This design comes from an exercise in tuning for small area, a short achievable clock period and few clock cycles per item on the open sky130 flow, not from production work.
At most, simulation tests tie the RTL to the original design; equivalence was not proved.

## blue
// integer_square_root_with_fraction
module integer_square_root_with_fraction #(
  parameter int unsigned FRAC_DIGITS = 5
) (
  input  logic                              clk_i,
  input  logic                              rst_ni,
  input  logic                              in_valid_i,
  output logic                              in_ready_o,
  input  logic [isqf_pkg::RADICAND_W-1:0]   in_radicand_i,
  output logic                              out_valid_o,
  input  logic                              out_ready_i,
  output logic [isqf_pkg::INT_ROOT_W-1:0]   out_int_root_o,
  output logic [isqf_pkg::SCALED_W-1:0]     out_scaled_root_o
);
clock: 8.0 ns
lec_check: 0
abc_area: 1
cap_margin: 20
core_margin: 2
core_utilization: 40
setup_slack_margin: 5
slew_margin: 20
run.sh (not shown) runs the stock make flow with config.mk's settings and CLKGATE_MAP_FILE= SYNTH_SCRIPT=/design/flow/synth_recipe.tcl, a recipe that flattens the netlist after the stock synthesis.
What green does differently from blue at the input level:
Settings: an added CTS_CLUSTER_DIAMETER of 60; an added CTS_CLUSTER_SIZE of 30.
Notes after the runs:
- green: full flow OK, the timing, DRC and antenna checks passed
- blue → green: critical path depth dropped about 20%; met3 wire length climbed about 1.6%; final period utilization climbed 0.69 points; post-route worst setup slack dropped 0.055 ns; global-route met2 utilization barely changed.
- | number of vias in the routed layout | lower: green |
- When the final numbers for green and blue were put side by side, the post-CTS setup-driven buffer insertion count turned out to be smaller in green.
No run of this note included a check of the RTL's function; only the layout flow was run.


## the reference run
Another version of the RTL of integer_square_root_with_fraction (not shown whole).
Size: about 11000 cells after synthesis, ~2200 flip-flops, ~110000 um2 of cells after synthesis.
## integer_square_root_with_fraction
module integer_square_root_with_fraction #(
  parameter int unsigned FRAC_DIGITS = 5
) (
  input  logic                              clk_i,
  input  logic                              rst_ni,
  input  logic                              in_valid_i,
  output logic                              in_ready_o,
  input  logic [isqf_pkg::RADICAND_W-1:0]   in_radicand_i,
  output logic                              out_valid_o,
  input  logic                              out_ready_i,
  output logic [isqf_pkg::INT_ROOT_W-1:0]   out_int_root_o,
  output logic [isqf_pkg::SCALED_W-1:0]     out_scaled_root_o
);
==> flow/config.mk <==
export PLATFORM = sky130hd
export DESIGN_NAME = integer_square_root_with_fraction
export DESIGN_NICKNAME = integer_square_root_with_fraction
export VERILOG_FILES = /design/flow/design.v
export SDC_FILE = /design/flow/constraint.sdc
export NUM_CORES = 4
export LEC_CHECK = 0
export ABC_AREA = 1
export CAP_MARGIN = 20
export CORE_MARGIN = 2
export CORE_UTILIZATION = 55
export PLACE_DENSITY = 0.68
export SETUP_SLACK_MARGIN = 4.9
export SLEW_MARGIN = 20
==> flow/constraint.sdc <==
create_clock -name core_clock -period 8.0 [get_ports {clk_i}]
set_input_delay 1.6000 -clock core_clock [delete_from_list [all_inputs] [get_ports {clk_i}]]
set_output_delay 1.6000 -clock core_clock [all_outputs]
set_load 0.01 [all_outputs]
Testbench counts of the reference run, summed over its fixed seeds: cycles 8,264, items 8,000.
[inputs] the trial run vs the reference run
# the reference run
export LEC_CHECK = 0
export ABC_AREA = 1
export CAP_MARGIN = 20
export CORE_MARGIN = 2
export CORE_UTILIZATION = 55
export PLACE_DENSITY = 0.68
export SETUP_SLACK_MARGIN = 4.9
export SLEW_MARGIN = 20
create_clock -name core_clock -period 8.0 [get_ports {clk_i}]
# the trial run
export LEC_CHECK = 0
export ABC_AREA = 1
export CAP_MARGIN = 20
export CORE_MARGIN = 2
export CORE_UTILIZATION = 65
export PLACE_DENSITY = 0.76
export SETUP_SLACK_MARGIN = 4.9
export SLEW_MARGIN = 20
create_clock -name core_clock -period 8.0 [get_ports {clk_i}]
==> comparison <==
- On tightest slew margin relative to the limit: between the reference run and the trial run, it ends up higher for the reference run.
- Re global-route usage over all layers: the reference run and the trial run aren't equal, and the higher value belongs to the trial run.
- The trial run vs. the reference run: post-layout minimum cycle time has decreased, met3 global-route usage moved up.


Another version of the RTL of integer_square_root_with_fraction (not shown whole).
For scale: roughly 2000 flip-flops, about 86 I/O pins, ~110000 µm² of cells after synthesis.
## integer_square_root_with_fraction
module integer_square_root_with_fraction #(
  parameter int unsigned FRAC_DIGITS = 5
) (
  input  logic                              clk_i,
  input  logic                              rst_ni,
  input  logic                              in_valid_i,
  output logic                              in_ready_o,
  input  logic [isqf_pkg::RADICAND_W-1:0]   in_radicand_i,
  output logic                              out_valid_o,
  input  logic                              out_ready_i,
  output logic [isqf_pkg::INT_ROOT_W-1:0]   out_int_root_o,
  output logic [isqf_pkg::SCALED_W-1:0]     out_scaled_root_o
);
clock: 8.0 ns
lec_check: 0
abc_area: 1
cap_margin: 20
core_margin: 2
core_utilization: 55
place_density: 0.68
setup_slack_margin: 4.9
slew_margin: 20
Testbench counts at the start, summed over its fixed seeds: cycles 8,248, items 8,000.
==> next run, changes <==
Settings changed: SETUP_SLACK_MARGIN 4.9 to 5.0.
Result: The changed run passed the timing, DRC and antenna checks. Non-clock buffer count rises by 172. Utilization rises by 1.5 points. Clock skew barely changes. Register-to-register slack gains 0.02 ns. Setup slack gains 0.016 ns. Count of clock-buffer cells in the layout is unchanged. Die area stays the same. Area after synthesis is unchanged.


run A:
integer_square_root_with_fraction, a different RTL version from the one above (not shown whole).
For scale: about 11000 cells after synthesis, about 2100 flip-flops, roughly 86 I/O pins, roughly 0.11 sq mm of cells after synthesis.
clock: 8.0 ns
lec_check: 0
abc_area: 1
cap_margin: 20
core_margin: 2
core_utilization: 55
place_density: 0.68
setup_slack_margin: 4.75
slew_margin: 20
Having completed the whole flow, run A delivered a layout that passed the timing, DRC and antenna checks.
Testbench counts of run A, summed over its fixed seeds: cycles 8,264, items 8,000.
## Diff of input files: run B against run A
Settings: a change of SETUP_SLACK_MARGIN from 4.75 to 4.9.
Results
- In the flow results for run B and run A, the total routing usage reported by global routing is smaller on run A.
Changes in run C relative to run B:
Settings: SETUP_SLACK_MARGIN changed from 4.9 to 5.0.
## What came out
- Run C | stages: all done | timing, DRC, antenna: all pass
- The cell depth of the worst setup path in run C was higher than what run B gave.
- Looking at final period utilization, run C sits 0.49 points higher than run B does.
- Going from run B to run C, number of standard cells in the layout, taps in and fillers out went up by 112; cell area after layout now sits higher; wire length shows an increase of 6100 microns.
- Run comparison: run C critical path endpoint s27_dr[0]; run B critical path endpoint in_ready_o

-- port drivers added, routing unchanged --
No port has a modelled driver above. Below, the same layouts with a new extraction and two added sets of constraints. Step 1 assumes that a clkbuf_16 drives the clock port and a buf_2 every other input. Step 2 moves the port delays by t, midway between the first and last clock arrival at a register: inputs arrive t later, outputs are due t later. That takes back most of the time a late clock gives input paths. Three values: ideal ports, drivers, drivers and shift; two values: the first two.
run | shift t [ns] | slack for setup (ns) | hold WS [ns] | worst setup path after step 2 | worst slew at a driven data input, ns
blue | 0.950 | 4.381 / 4.381 / 4.045 | 0.366 / 0.366 / 0.366 | input to register | 0.06
green | 0.950 | 4.326 / 4.326 / 4.098 | 0.375 / 0.375 / 0.375 | input to register | 0.06
the reference run | 0.945 | 4.880 / 4.816 / 4.801 | 0.368 / 0.368 / 0.368 | input to register | 0.09
the trial run | 0.951 | 4.907 / 4.817 / 4.790 | 0.403 / 0.403 / 0.403 | input to register | 0.07
the first run of note 3 | 0.943 | 4.854 / 4.846 / 4.841 | 0.381 / 0.381 / 0.381 | input to register | 0.06
the second run of note 3 | 0.946 | 4.870 / 4.844 / 4.834 | 0.381 / 0.381 / 0.381 | input to register | 0.06
run A | 0.925 | 4.807 / 4.770 / 4.788 | 0.401 / 0.401 / 0.401 | input to register | 0.05
run B | 0.929 | 4.938 / 4.850 / 4.784 | 0.403 / 0.403 / 0.403 | input to register | 0.05
run C | 0.930 | 4.899 / 4.850 / 4.778 | 0.402 / 0.402 / 0.402 | input to register | 0.06
After both steps every run listed still meets setup and hold. For blue, which loses most, drivers alone change the setup slack by 0.000 ns; drivers and shift together by -0.336 ns.
